What follows belongs to an exercise in optimizing a design on an open flow for small area and a short achievable clock period; a production flow would make more cautious choices.
Where RTL was checked, it was by simulation tests only, not by an equivalence proof against the original.
Power is estimated from default activity; no workload was simulated.

==> 05-11: inputs <==
==> flow/design.v <==
`timescale 1ns/10ps
package ccPkg;
	parameter int CellCount = 16;
	parameter int WordWidth = 32;
	parameter int VoltWidth = WordWidth / 2;
	parameter int CouplingY = 8;
	parameter int CouplingXY = 3;
	parameter int CouplingShift = 6;
	parameter int SinkCredits = 2;
endpackage
`timescale 1ns/10ps
module wordLineLoader #(
	parameter int WordLinesPerBlock = 8192
) (
	input logic clk,
	input logic reset,
	input logic inValid,
	input logic [ccPkg::CellCount*ccPkg::WordWidth-1:0] inWords,
	output logic laneValid,
	output logic [ccPkg::CellCount*ccPkg::VoltWidth-1:0] laneVictim,
	output logic [ccPkg::CellCount*ccPkg::VoltWidth-1:0] laneStep
);
	localparam int CellCount = ccPkg::CellCount;
	localparam int WordWidth = ccPkg::WordWidth;
	localparam int VoltWidth = ccPkg::VoltWidth;
	localparam int LineBits = CellCount * VoltWidth;
	localparam int CountWidth = $clog2(WordLinesPerBlock);
	logic [CountWidth-1:0] wordCount;
	logic blockStart;
	logic [LineBits-1:0] clampedStep;
	logic [LineBits-1:0] stepQ;
	logic [LineBits-1:0] presentQ;
	assign blockStart = (wordCount == '0);
	for (genvar c = 0; c < CellCount; c++)
	begin : gStep
		logic [VoltWidth-1:0] diff;
		logic noBorrow;
		ccAdd #(
			.Width(VoltWidth)
		) i_sub (
			.a(inWords[c*WordWidth+VoltWidth +: VoltWidth]),
			.b(~inWords[c*WordWidth +: VoltWidth]),
			.cin(1'b1),
			.sum(diff),
			.cout(noBorrow)
		);
		assign clampedStep[c*VoltWidth +: VoltWidth] = (noBorrow && !blockStart) ? diff : '0;
	end
	always_ff @(posedge clk or posedge reset)
	begin
		if (reset)
		begin
			wordCount <= '0;
			laneValid <= 1'b0;
		end
		else
		begin
			laneValid <= inValid;
			if (inValid)
				wordCount <= (wordCount == CountWidth'(WordLinesPerBlock - 1)) ? '0 : wordCount + 1'b1;
		end
	end
	always_ff @(posedge clk)
	begin
		stepQ <= clampedStep;
		for (int c = 0; c < CellCount; c++)
			presentQ[c*VoltWidth +: VoltWidth] <= inWords[c*WordWidth+VoltWidth +: VoltWidth];
	end
	always_ff @(posedge clk or posedge reset)
	begin
		if (reset)
			laneVictim <= '0;
		else if (laneValid)
			laneVictim <= presentQ;
	end
	assign laneStep = stepQ;
endmodule
`timescale 1ns/10ps
module ccAdd #(
	parameter int Width = 16
) (
	input logic [Width-1:0] a,
	input logic [Width-1:0] b,
	input logic cin,
	output logic [Width-1:0] sum,
	output logic cout
);
	localparam int Nodes = Width + 1;
	localparam int Levels = $clog2(Nodes);
	logic [Width-1:0] gen;
	logic [Width-1:0] prop;
	logic [Nodes-1:0] grpG [2*Levels];
	logic [Nodes-1:0] grpP [2*Levels];
	assign gen = a & b;
	assign prop = a ^ b;
	assign grpG[0] = {gen, cin};
	assign grpP[0] = {prop, 1'b0};
	for (genvar lv = 0; lv < Levels; lv++)
	begin : gUp
		for (genvar j = 0; j < Nodes; j++)
		begin : gNode
			if (j % (1 << (lv + 1)) == (1 << (lv + 1)) - 1)
			begin : gMerge
				assign grpG[lv+1][j] = grpG[lv][j] | (grpP[lv][j] & grpG[lv][j-(1<<lv)]);
				assign grpP[lv+1][j] = grpP[lv][j] & grpP[lv][j-(1<<lv)];
			end
			else
			begin : gPass
				assign grpG[lv+1][j] = grpG[lv][j];
				assign grpP[lv+1][j] = grpP[lv][j];
			end
		end
	end
	for (genvar lv = Levels - 1; lv >= 1; lv--)
	begin : gDown
		for (genvar j = 0; j < Nodes; j++)
		begin : gNode
			if (j % (1 << lv) == (1 << (lv - 1)) - 1 && j >= (1 << lv))
			begin : gMerge
				assign grpG[2*Levels-lv][j] = grpG[2*Levels-lv-1][j]
					| (grpP[2*Levels-lv-1][j] & grpG[2*Levels-lv-1][j-(1<<(lv-1))]);
				assign grpP[2*Levels-lv][j] = grpP[2*Levels-lv-1][j] & grpP[2*Levels-lv-1][j-(1<<(lv-1))];
			end
			else
			begin : gPass
				assign grpG[2*Levels-lv][j] = grpG[2*Levels-lv-1][j];
				assign grpP[2*Levels-lv][j] = grpP[2*Levels-lv-1][j];
			end
		end
	end
	assign sum = prop ^ grpG[2*Levels-1][Width-1:0];
	assign cout = grpG[2*Levels-1][Width];
endmodule
module couplingCell (
	input logic [ccPkg::VoltWidth-1:0] victim,
	input logic [ccPkg::VoltWidth-1:0] stepSelf,
	input logic [ccPkg::VoltWidth-1:0] stepLeft,
	input logic [ccPkg::VoltWidth-1:0] stepRight,
	output logic [ccPkg::VoltWidth:0] rowA,
	output logic [ccPkg::VoltWidth:0] rowB,
	output logic lowCarry
);
	localparam int VoltWidth = ccPkg::VoltWidth;
	localparam int CouplingShift = ccPkg::CouplingShift;
	localparam int TotalWidth = VoltWidth + CouplingShift + 1;
	typedef logic [TotalWidth-1:0] term_t;
	term_t vic64;
	term_t self8;
	term_t left1;
	term_t left2;
	term_t right1;
	term_t right2;
	term_t s1a, c1a, s1b, c1b;
	term_t s2, c2;
	term_t s3, c3;
	term_t sumRow;
	term_t carryRow;
	logic [CouplingShift-1:0] lowSum;
	always_comb
	begin
		vic64 = term_t'(victim) << CouplingShift;
		self8 = term_t'(stepSelf) << 3;
		left1 = term_t'(stepLeft);
		left2 = term_t'(stepLeft) << 1;
		right1 = term_t'(stepRight);
		right2 = term_t'(stepRight) << 1;
		s1a = left1 ^ left2 ^ right1;
		c1a = ((left1 & left2) | (left1 & right1) | (left2 & right1)) << 1;
		s1b = right2 ^ self8 ^ vic64;
		c1b = ((right2 & self8) | (right2 & vic64) | (self8 & vic64)) << 1;
		s2 = s1a ^ c1a ^ s1b;
		c2 = ((s1a & c1a) | (s1a & s1b) | (c1a & s1b)) << 1;
		s3 = s2 ^ c2 ^ c1b;
		c3 = ((s2 & c2) | (s2 & c1b) | (c2 & c1b)) << 1;
		sumRow = s3;
		carryRow = c3;
		{lowCarry, lowSum} = {1'b0, sumRow[CouplingShift-1:0]} + {1'b0, carryRow[CouplingShift-1:0]};
		rowA = sumRow[TotalWidth-1:CouplingShift];
		rowB = carryRow[TotalWidth-1:CouplingShift];
	end
endmodule
module couplingFinal (
	input logic [ccPkg::VoltWidth:0] rowA,
	input logic [ccPkg::VoltWidth:0] rowB,
	input logic lowCarry,
	output logic [ccPkg::VoltWidth-1:0] cellVth
);
	localparam int VoltWidth = ccPkg::VoltWidth;
	logic [VoltWidth:0] total;
	logic unused;
	ccAdd #(
		.Width(VoltWidth + 1)
	) i_add (
		.a(rowA),
		.b(rowB),
		.cin(lowCarry),
		.sum(total),
		.cout(unused)
	);
	assign cellVth = total[VoltWidth] ? '1 : total[VoltWidth-1:0];
endmodule
`timescale 1ns/10ps
module vthCollector (
	input logic clk,
	input logic reset,
	input logic push,
	input logic [ccPkg::CellCount*ccPkg::VoltWidth-1:0] pushVth,
	output logic outValid,
	output logic [ccPkg::CellCount*ccPkg::VoltWidth-1:0] outVth,
	input logic outCredit,
	output logic inCredit
);
	localparam int LineBits = ccPkg::CellCount * ccPkg::VoltWidth;
	localparam int Depth = 3;
	logic [LineBits-1:0] store [Depth];
	logic [1:0] fill;
	logic [1:0] credits;
	logic [2:0] owed;
	logic pop;
	logic [1:0] wrIdx;
	assign pop = (fill != 2'd0) && (credits != 2'd0);
	assign outValid = pop;
	assign inCredit = ((owed != 3'd0) || pop) && ({1'b0, owed} + {2'b00, credits} >= 4'd2);
	assign wrIdx = fill - {1'b0, pop};
	assign outVth = store[0];
	always_ff @(posedge clk)
	begin
		for (int i = 0; i < Depth; i++)
		begin
			if (pop && i + 1 < Depth && 2'(i + 1) < fill)
				store[i] <= store[(i + 1) % Depth];
			else if (push && wrIdx == 2'(i))
				store[i] <= pushVth;
		end
	end
	always_ff @(posedge clk or posedge reset)
	begin
		if (reset)
		begin
			fill <= 2'd0;
			credits <= 2'd2;
			owed <= 3'd0;
		end
		else
		begin
			fill <= fill + {1'b0, push} - {1'b0, pop};
			credits <= credits + {1'b0, outCredit} - {1'b0, pop};
			owed <= owed + {2'b00, pop} - {2'b00, inCredit};
		end
	end
endmodule
`timescale 1ns/10ps
module cciChannel #(
	parameter int WordLinesPerBlock = 8192
) (
	input logic clk,
	input logic reset,
	input logic inValid,
	input logic [ccPkg::CellCount*ccPkg::WordWidth-1:0] inWords,
	output logic inCredit,
	output logic outValid,
	output logic [ccPkg::CellCount*ccPkg::VoltWidth-1:0] outVth,
	input logic outCredit
);
	localparam int CellCount = ccPkg::CellCount;
	localparam int VoltWidth = ccPkg::VoltWidth;
	localparam int LineBits = CellCount * VoltWidth;
	localparam int RowBits = CellCount * (VoltWidth + 1);
	logic laneValid;
	logic [LineBits-1:0] laneVictim;
	logic [LineBits-1:0] laneStep;
	logic [RowBits-1:0] rowA;
	logic [RowBits-1:0] rowB;
	logic [CellCount-1:0] lowCarry;
	logic sumValid;
	logic [RowBits-1:0] rowAQ;
	logic [RowBits-1:0] rowBQ;
	logic [CellCount-1:0] lowCarryQ;
	logic [LineBits-1:0] cellVth;
	wordLineLoader #(
		.WordLinesPerBlock(WordLinesPerBlock)
	) i_loader (
		.clk(clk),
		.reset(reset),
		.inValid(inValid),
		.inWords(inWords),
		.laneValid(laneValid),
		.laneVictim(laneVictim),
		.laneStep(laneStep)
	);
	for (genvar c = 0; c < CellCount; c++)
	begin : gCell
		couplingCell i_cell (
			.victim(laneVictim[c*VoltWidth +: VoltWidth]),
			.stepSelf(laneStep[c*VoltWidth +: VoltWidth]),
			.stepLeft((c == 0) ? '0 : laneStep[(c-1)*VoltWidth +: VoltWidth]),
			.stepRight((c == CellCount - 1) ? '0 : laneStep[(c+1)*VoltWidth +: VoltWidth]),
			.rowA(rowA[c*(VoltWidth+1) +: VoltWidth+1]),
			.rowB(rowB[c*(VoltWidth+1) +: VoltWidth+1]),
			.lowCarry(lowCarry[c])
		);
	end
	always_ff @(posedge clk or posedge reset)
	begin
		if (reset)
			sumValid <= 1'b0;
		else
			sumValid <= laneValid;
	end
	always_ff @(posedge clk)
	begin
		rowAQ <= rowA;
		rowBQ <= rowB;
		lowCarryQ <= lowCarry;
	end
	for (genvar c = 0; c < CellCount; c++)
	begin : gFinal
		couplingFinal i_final (
			.rowA(rowAQ[c*(VoltWidth+1) +: VoltWidth+1]),
			.rowB(rowBQ[c*(VoltWidth+1) +: VoltWidth+1]),
			.lowCarry(lowCarryQ[c]),
			.cellVth(cellVth[c*VoltWidth +: VoltWidth])
		);
	end
	vthCollector i_collector (
		.clk(clk),
		.reset(reset),
		.push(sumValid),
		.pushVth(cellVth),
		.outValid(outValid),
		.outVth(outVth),
		.outCredit(outCredit),
		.inCredit(inCredit)
	);
endmodule
==> flow/run.sh <==
#!/bin/bash
# synth_recipe.tcl (not shown) runs the flow's synth.tcl, then flattens the netlist and writes it again
# the make line also repeats each setting of config.mk as NAME=value (left out here)
make -C /OpenROAD-flow-scripts/flow DESIGN_CONFIG=/design/flow/config.mk WORK_HOME=/design/flow/orfs CLKGATE_MAP_FILE= SYNTH_SCRIPT=/design/flow/synth_recipe.tcl finish
==> flow/config.mk <==
export PLATFORM = sky130hd
export DESIGN_NAME = cciChannel
export DESIGN_NICKNAME = cciChannel
export VERILOG_FILES = /design/flow/design.v
export SDC_FILE = /design/flow/constraint.sdc
export NUM_CORES = 4
export LEC_CHECK = 0
export CAP_MARGIN = 20
export CORE_MARGIN = 2
export CORE_UTILIZATION = 40
export PLACE_DENSITY = 0.6
export SLEW_MARGIN = 20
==> flow/constraint.sdc <==
create_clock -name core_clock -period 7.5 [get_ports {clk}]
set_input_delay 1.5000 -clock core_clock [delete_from_list [all_inputs] [get_ports {clk}]]
set_output_delay 1.5000 -clock core_clock [all_outputs]
set_load 0.01 [all_outputs]
==> 07-08: changes against 05-11 <==
--- a/flow/design.v
+++ b/flow/design.v
@@ -17,6 +17,7 @@
 	input logic inValid,
 	input logic [ccPkg::CellCount*ccPkg::WordWidth-1:0] inWords,
 	output logic laneValid,
+	output logic laneFirst,
 	output logic [ccPkg::CellCount*ccPkg::VoltWidth-1:0] laneVictim,
 	output logic [ccPkg::CellCount*ccPkg::VoltWidth-1:0] laneStep
 );
@@ -27,6 +28,7 @@
 	localparam int CountWidth = $clog2(WordLinesPerBlock);
 	logic [CountWidth-1:0] wordCount;
 	logic blockStart;
+	logic seenLine;
 	logic [LineBits-1:0] clampedStep;
 	logic [LineBits-1:0] stepQ;
 	logic [LineBits-1:0] presentQ;
@@ -69,8 +71,14 @@
 	always_ff @(posedge clk or posedge reset)
 	begin
 		if (reset)
-			laneVictim <= '0;
+			seenLine <= 1'b0;
 		else if (laneValid)
+			seenLine <= 1'b1;
+	end
+	assign laneFirst = !seenLine;
+	always_ff @(posedge clk)
+	begin
+		if (laneValid)
 			laneVictim <= presentQ;
 	end
 	assign laneStep = stepQ;
@@ -183,6 +191,7 @@
 	input logic [ccPkg::VoltWidth:0] rowA,
 	input logic [ccPkg::VoltWidth:0] rowB,
 	input logic lowCarry,
+	input logic zero,
 	output logic [ccPkg::VoltWidth-1:0] cellVth
 );
 	localparam int VoltWidth = ccPkg::VoltWidth;
@@ -197,13 +206,14 @@
 		.sum(total),
 		.cout(unused)
 	);
-	assign cellVth = total[VoltWidth] ? '1 : total[VoltWidth-1:0];
+	assign cellVth = zero ? '0 : total[VoltWidth] ? '1 : total[VoltWidth-1:0];
 endmodule
 `timescale 1ns/10ps
 module vthCollector (
 	input logic clk,
 	input logic reset,
 	input logic push,
+	input logic pushSoon,
 	input logic [ccPkg::CellCount*ccPkg::VoltWidth-1:0] pushVth,
 	output logic outValid,
 	output logic [ccPkg::CellCount*ccPkg::VoltWidth-1:0] outVth,
@@ -217,20 +227,31 @@
 	logic [1:0] credits;
 	logic [2:0] owed;
 	logic pop;
-	logic [1:0] wrIdx;
-	assign pop = (fill != 2'd0) && (credits != 2'd0);
+	logic [Depth-1:0] slotLoad;
+	logic [Depth-2:0] slotShift;
+	logic [1:0] wrIdxNext;
+	logic popNext;
+	logic [1:0] fillNext;
+	logic [1:0] creditsNext;
+	logic [2:0] owedNext;
+	assign fillNext = fill + {1'b0, push} - {1'b0, pop};
+	assign creditsNext = credits + {1'b0, outCredit} - {1'b0, pop};
+	assign owedNext = owed + {2'b00, pop} - {2'b00, inCredit};
 	assign outValid = pop;
-	assign inCredit = ((owed != 3'd0) || pop) && ({1'b0, owed} + {2'b00, credits} >= 4'd2);
-	assign wrIdx = fill - {1'b0, pop};
+	assign popNext = (fillNext != 2'd0) && (creditsNext != 2'd0);
+	assign wrIdxNext = fillNext - {1'b0, popNext};
 	assign outVth = store[0];
 	always_ff @(posedge clk)
 	begin
 		for (int i = 0; i < Depth; i++)
 		begin
-			if (pop && i + 1 < Depth && 2'(i + 1) < fill)
-				store[i] <= store[(i + 1) % Depth];
-			else if (push && wrIdx == 2'(i))
-				store[i] <= pushVth;
+			if (slotLoad[i])
+			begin
+				if (i + 1 < Depth && slotShift[i % (Depth - 1)])
+					store[i] <= store[(i + 1) % Depth];
+				else
+					store[i] <= pushVth;
+			end
 		end
 	end
 	always_ff @(posedge clk or posedge reset)
@@ -240,12 +261,26 @@
 			fill <= 2'd0;
 			credits <= 2'd2;
 			owed <= 3'd0;
+			pop <= 1'b0;
+			inCredit <= 1'b0;
+			slotLoad <= '0;
+			slotShift <= '0;
 		end
 		else
 		begin
-			fill <= fill + {1'b0, push} - {1'b0, pop};
-			credits <= credits + {1'b0, outCredit} - {1'b0, pop};
-			owed <= owed + {2'b00, pop} - {2'b00, inCredit};
+			fill <= fillNext;
+			credits <= creditsNext;
+			owed <= owedNext;
+			pop <= popNext;
+			inCredit <= ((owedNext != 3'd0) || popNext)
+				&& ({1'b0, owedNext} + {2'b00, creditsNext} >= 4'd2);
+			for (int i = 0; i < Depth; i++)
+			begin
+				if (i + 1 < Depth)
+					slotShift[i % (Depth - 1)] <= popNext && 2'(i + 1) < fillNext;
+				slotLoad[i] <= (popNext && i + 1 < Depth && 2'(i + 1) < fillNext)
+					|| (pushSoon && wrIdxNext == 2'(i));
+			end
 		end
 	end
 endmodule
@@ -267,6 +302,8 @@
 	localparam int LineBits = CellCount * VoltWidth;
 	localparam int RowBits = CellCount * (VoltWidth + 1);
 	logic laneValid;
+	logic laneFirst;
+	logic sumFirstQ;
 	logic [LineBits-1:0] laneVictim;
 	logic [LineBits-1:0] laneStep;
 	logic [RowBits-1:0] rowA;
@@ -285,6 +322,7 @@
 		.inValid(inValid),
 		.inWords(inWords),
 		.laneValid(laneValid),
+		.laneFirst(laneFirst),
 		.laneVictim(laneVictim),
 		.laneStep(laneStep)
 	);
@@ -312,6 +350,7 @@
 		rowAQ <= rowA;
 		rowBQ <= rowB;
 		lowCarryQ <= lowCarry;
+		sumFirstQ <= laneFirst;
 	end
 	for (genvar c = 0; c < CellCount; c++)
 	begin : gFinal
@@ -319,6 +358,7 @@
 			.rowA(rowAQ[c*(VoltWidth+1) +: VoltWidth+1]),
 			.rowB(rowBQ[c*(VoltWidth+1) +: VoltWidth+1]),
 			.lowCarry(lowCarryQ[c]),
+			.zero(sumFirstQ),
 			.cellVth(cellVth[c*VoltWidth +: VoltWidth])
 		);
 	end
@@ -326,6 +366,7 @@
 		.clk(clk),
 		.reset(reset),
 		.push(sumValid),
+		.pushSoon(laneValid),
 		.pushVth(cellVth),
 		.outValid(outValid),
 		.outVth(outVth),
- CTS_BUF_LIST: default -> sky130_fd_sc_hd__clkbuf_8
- CTS_CLUSTER_SIZE: default -> 30
- SETUP_SLACK_MARGIN: default -> 4.5
==> 02-02: changes against 05-11 <==
--- a/flow/design.v
+++ b/flow/design.v
@@ -17,6 +17,7 @@
 	input logic inValid,
 	input logic [ccPkg::CellCount*ccPkg::WordWidth-1:0] inWords,
 	output logic laneValid,
+	output logic laneFirst,
 	output logic [ccPkg::CellCount*ccPkg::VoltWidth-1:0] laneVictim,
 	output logic [ccPkg::CellCount*ccPkg::VoltWidth-1:0] laneStep
 );
@@ -27,6 +28,7 @@
 	localparam int CountWidth = $clog2(WordLinesPerBlock);
 	logic [CountWidth-1:0] wordCount;
 	logic blockStart;
+	logic seenLine;
 	logic [LineBits-1:0] clampedStep;
 	logic [LineBits-1:0] stepQ;
 	logic [LineBits-1:0] presentQ;
@@ -69,8 +71,14 @@
 	always_ff @(posedge clk or posedge reset)
 	begin
 		if (reset)
-			laneVictim <= '0;
+			seenLine <= 1'b0;
 		else if (laneValid)
+			seenLine <= 1'b1;
+	end
+	assign laneFirst = !seenLine;
+	always_ff @(posedge clk)
+	begin
+		if (laneValid)
 			laneVictim <= presentQ;
 	end
 	assign laneStep = stepQ;
@@ -183,6 +191,7 @@
 	input logic [ccPkg::VoltWidth:0] rowA,
 	input logic [ccPkg::VoltWidth:0] rowB,
 	input logic lowCarry,
+	input logic zero,
 	output logic [ccPkg::VoltWidth-1:0] cellVth
 );
 	localparam int VoltWidth = ccPkg::VoltWidth;
@@ -197,13 +206,14 @@
 		.sum(total),
 		.cout(unused)
 	);
-	assign cellVth = total[VoltWidth] ? '1 : total[VoltWidth-1:0];
+	assign cellVth = zero ? '0 : total[VoltWidth] ? '1 : total[VoltWidth-1:0];
 endmodule
 `timescale 1ns/10ps
 module vthCollector (
 	input logic clk,
 	input logic reset,
 	input logic push,
+	input logic pushSoon,
 	input logic [ccPkg::CellCount*ccPkg::VoltWidth-1:0] pushVth,
 	output logic outValid,
 	output logic [ccPkg::CellCount*ccPkg::VoltWidth-1:0] outVth,
@@ -217,20 +227,31 @@
 	logic [1:0] credits;
 	logic [2:0] owed;
 	logic pop;
-	logic [1:0] wrIdx;
-	assign pop = (fill != 2'd0) && (credits != 2'd0);
+	logic [Depth-1:0] slotLoad;
+	logic [Depth-2:0] slotShift;
+	logic [1:0] wrIdxNext;
+	logic popNext;
+	logic [1:0] fillNext;
+	logic [1:0] creditsNext;
+	logic [2:0] owedNext;
+	assign fillNext = fill + {1'b0, push} - {1'b0, pop};
+	assign creditsNext = credits + {1'b0, outCredit} - {1'b0, pop};
+	assign owedNext = owed + {2'b00, pop} - {2'b00, inCredit};
 	assign outValid = pop;
-	assign inCredit = ((owed != 3'd0) || pop) && ({1'b0, owed} + {2'b00, credits} >= 4'd2);
-	assign wrIdx = fill - {1'b0, pop};
+	assign popNext = (fillNext != 2'd0) && (creditsNext != 2'd0);
+	assign wrIdxNext = fillNext - {1'b0, popNext};
 	assign outVth = store[0];
 	always_ff @(posedge clk)
 	begin
 		for (int i = 0; i < Depth; i++)
 		begin
-			if (pop && i + 1 < Depth && 2'(i + 1) < fill)
-				store[i] <= store[(i + 1) % Depth];
-			else if (push && wrIdx == 2'(i))
-				store[i] <= pushVth;
+			if (slotLoad[i])
+			begin
+				if (i + 1 < Depth && slotShift[i % (Depth - 1)])
+					store[i] <= store[(i + 1) % Depth];
+				else
+					store[i] <= pushVth;
+			end
 		end
 	end
 	always_ff @(posedge clk or posedge reset)
@@ -240,12 +261,26 @@
 			fill <= 2'd0;
 			credits <= 2'd2;
 			owed <= 3'd0;
+			pop <= 1'b0;
+			inCredit <= 1'b0;
+			slotLoad <= '0;
+			slotShift <= '0;
 		end
 		else
 		begin
-			fill <= fill + {1'b0, push} - {1'b0, pop};
-			credits <= credits + {1'b0, outCredit} - {1'b0, pop};
-			owed <= owed + {2'b00, pop} - {2'b00, inCredit};
+			fill <= fillNext;
+			credits <= creditsNext;
+			owed <= owedNext;
+			pop <= popNext;
+			inCredit <= ((owedNext != 3'd0) || popNext)
+				&& ({1'b0, owedNext} + {2'b00, creditsNext} >= 4'd2);
+			for (int i = 0; i < Depth; i++)
+			begin
+				if (i + 1 < Depth)
+					slotShift[i % (Depth - 1)] <= popNext && 2'(i + 1) < fillNext;
+				slotLoad[i] <= (popNext && i + 1 < Depth && 2'(i + 1) < fillNext)
+					|| (pushSoon && wrIdxNext == 2'(i));
+			end
 		end
 	end
 endmodule
@@ -267,6 +302,8 @@
 	localparam int LineBits = CellCount * VoltWidth;
 	localparam int RowBits = CellCount * (VoltWidth + 1);
 	logic laneValid;
+	logic laneFirst;
+	logic sumFirstQ;
 	logic [LineBits-1:0] laneVictim;
 	logic [LineBits-1:0] laneStep;
 	logic [RowBits-1:0] rowA;
@@ -285,6 +322,7 @@
 		.inValid(inValid),
 		.inWords(inWords),
 		.laneValid(laneValid),
+		.laneFirst(laneFirst),
 		.laneVictim(laneVictim),
 		.laneStep(laneStep)
 	);
@@ -312,6 +350,7 @@
 		rowAQ <= rowA;
 		rowBQ <= rowB;
 		lowCarryQ <= lowCarry;
+		sumFirstQ <= laneFirst;
 	end
 	for (genvar c = 0; c < CellCount; c++)
 	begin : gFinal
@@ -319,6 +358,7 @@
 			.rowA(rowAQ[c*(VoltWidth+1) +: VoltWidth+1]),
 			.rowB(rowBQ[c*(VoltWidth+1) +: VoltWidth+1]),
 			.lowCarry(lowCarryQ[c]),
+			.zero(sumFirstQ),
 			.cellVth(cellVth[c*VoltWidth +: VoltWidth])
 		);
 	end
@@ -326,6 +366,7 @@
 		.clk(clk),
 		.reset(reset),
 		.push(sumValid),
+		.pushSoon(laneValid),
 		.pushVth(cellVth),
 		.outValid(outValid),
 		.outVth(outVth),
==> flow/flow/run.sh (new file) <==
#!/bin/bash
# The standard layout, with plain buffers on the ports instead of the delay
# cells buffer_ports picks by default. Make's output goes to standard.log;
# each ORFS step keeps its own log under orfs/logs.
set -euo pipefail
bash standard.sh "BUFFER_PORTS_ARGS=-buffer_cell sky130_fd_sc_hd__buf_1" finish > standard.log 2>&1
==> flow/standard.sh (new file) <==
#!/bin/bash
# synth_recipe.tcl (not shown) runs the flow's synth.tcl, then flattens the netlist and writes it again
# the make line also repeats each setting of config.mk as NAME=value (left out here)
make -C /OpenROAD-flow-scripts/flow DESIGN_CONFIG=/design/flow/config.mk WORK_HOME=/design/flow/orfs CLKGATE_MAP_FILE= SYNTH_SCRIPT=/design/flow/synth_recipe.tcl "${@:-finish}"
- CORE_UTILIZATION: 40 -> 55
- SETUP_SLACK_MARGIN: default -> 4.3
removed: flow/run.sh
==> qor summary <==
item	07-08	02-02	05-11
Status	timing/DRC/antenna clean	timing/DRC/antenna clean	timing/DRC/antenna clean
DP HPWL	219000 um	212000 um	225000 um
Minimum setup slack after placement	2.73 ns	3.37 ns	2.42 ns
Slowest library cell on the worst path	edfxtp_1	a221oi_2	clkdlybuf4s50_1
Routed length on met3	18300 um	13600 um	16000 um
Slack of the critical path	4.18 ns	4.29 ns	2.84 ns
Netlist Area Pre-Place	104000 um^2	104000 um^2	105000 um^2
Worst hold endpoint	rowAQ[133]	rowAQ[202]	rowAQ[235]
Vias in the first global route	69100	67400	67100
Filler instances	22500	14700	22900
Total wire length after detailed routing	296000 um	276000 um	288000 um
Total number of clock tree sinks	2079	2079	2070
Max Fanout on Critical Path	1	15	5
Die Span X	515 um	440 um	515 um
Kind of end point of the critical path	primary output	flop	primary output
Relative contribution of the clock network to total power	19.5%	20.7%	20.3%
Register-to-register setup slack	4.50 ns	4.29 ns	3.67 ns
Sequential group share of total power	36.1%	37.4%	37.0%
Multi-input logic cell count	4268	4252	4955
Synth Area in XOR/XNOR	2.04%	2.04%	2.02%
Area of the core	260000 um^2	188000 um^2	260000 um^2
Fraction of post-synthesis cell area in the top cell type by area	29.4%	29.4%	22.0%
Met1 global-route usage	28.7%	35.5%	30.0%
Number of nets in the synthesized netlist	10300	10300	10500
Number of storage elements in the synthesis netlist	2079	2079	2070
Net count, final	11400	11100	11300
Post-route minimum period	3.32 ns	3.21 ns	4.66 ns
Function not checked in 05-11: the RTL went through the layout flow alone.

==> what the ideal ports hide <==
The flow's constraints put no driver on any port. The routed layouts listed below were extracted and timed again, unchanged, in two steps.
Step 1 sets driving cells, clkbuf_16 on the clock port and buf_2 on the other inputs (assumed; they add their load-dependent delay and slew).
Step 2, shift: input delay + t, output delay - t, t = (earliest + latest rising clock arrival at the registers) / 2. This alone moves slack from input paths to output paths.
a / b / c = no drivers / after step 1 / after step 2; a / b = the first two.
| run | t (ns) | setup WS [ns] | worst setup path after step 2 | pins driven straight from the clock port |
|---|---|---|---|---|
| 05-11 | 0.930 | 2.839 / 2.749 / 2.441 | input to register | 1 |
| 07-08 | 1.142 | 4.180 / 4.091 / 3.352 | input to register | 1 |
| 02-02 | 0.928 | 4.294 / 4.269 / 3.573 | input to register | 1 |
After both steps setup and hold are still met in every run listed. The setup slack of 07-08, which loses most, moves by -0.089 ns with the drivers and by -0.828 ns with both steps.
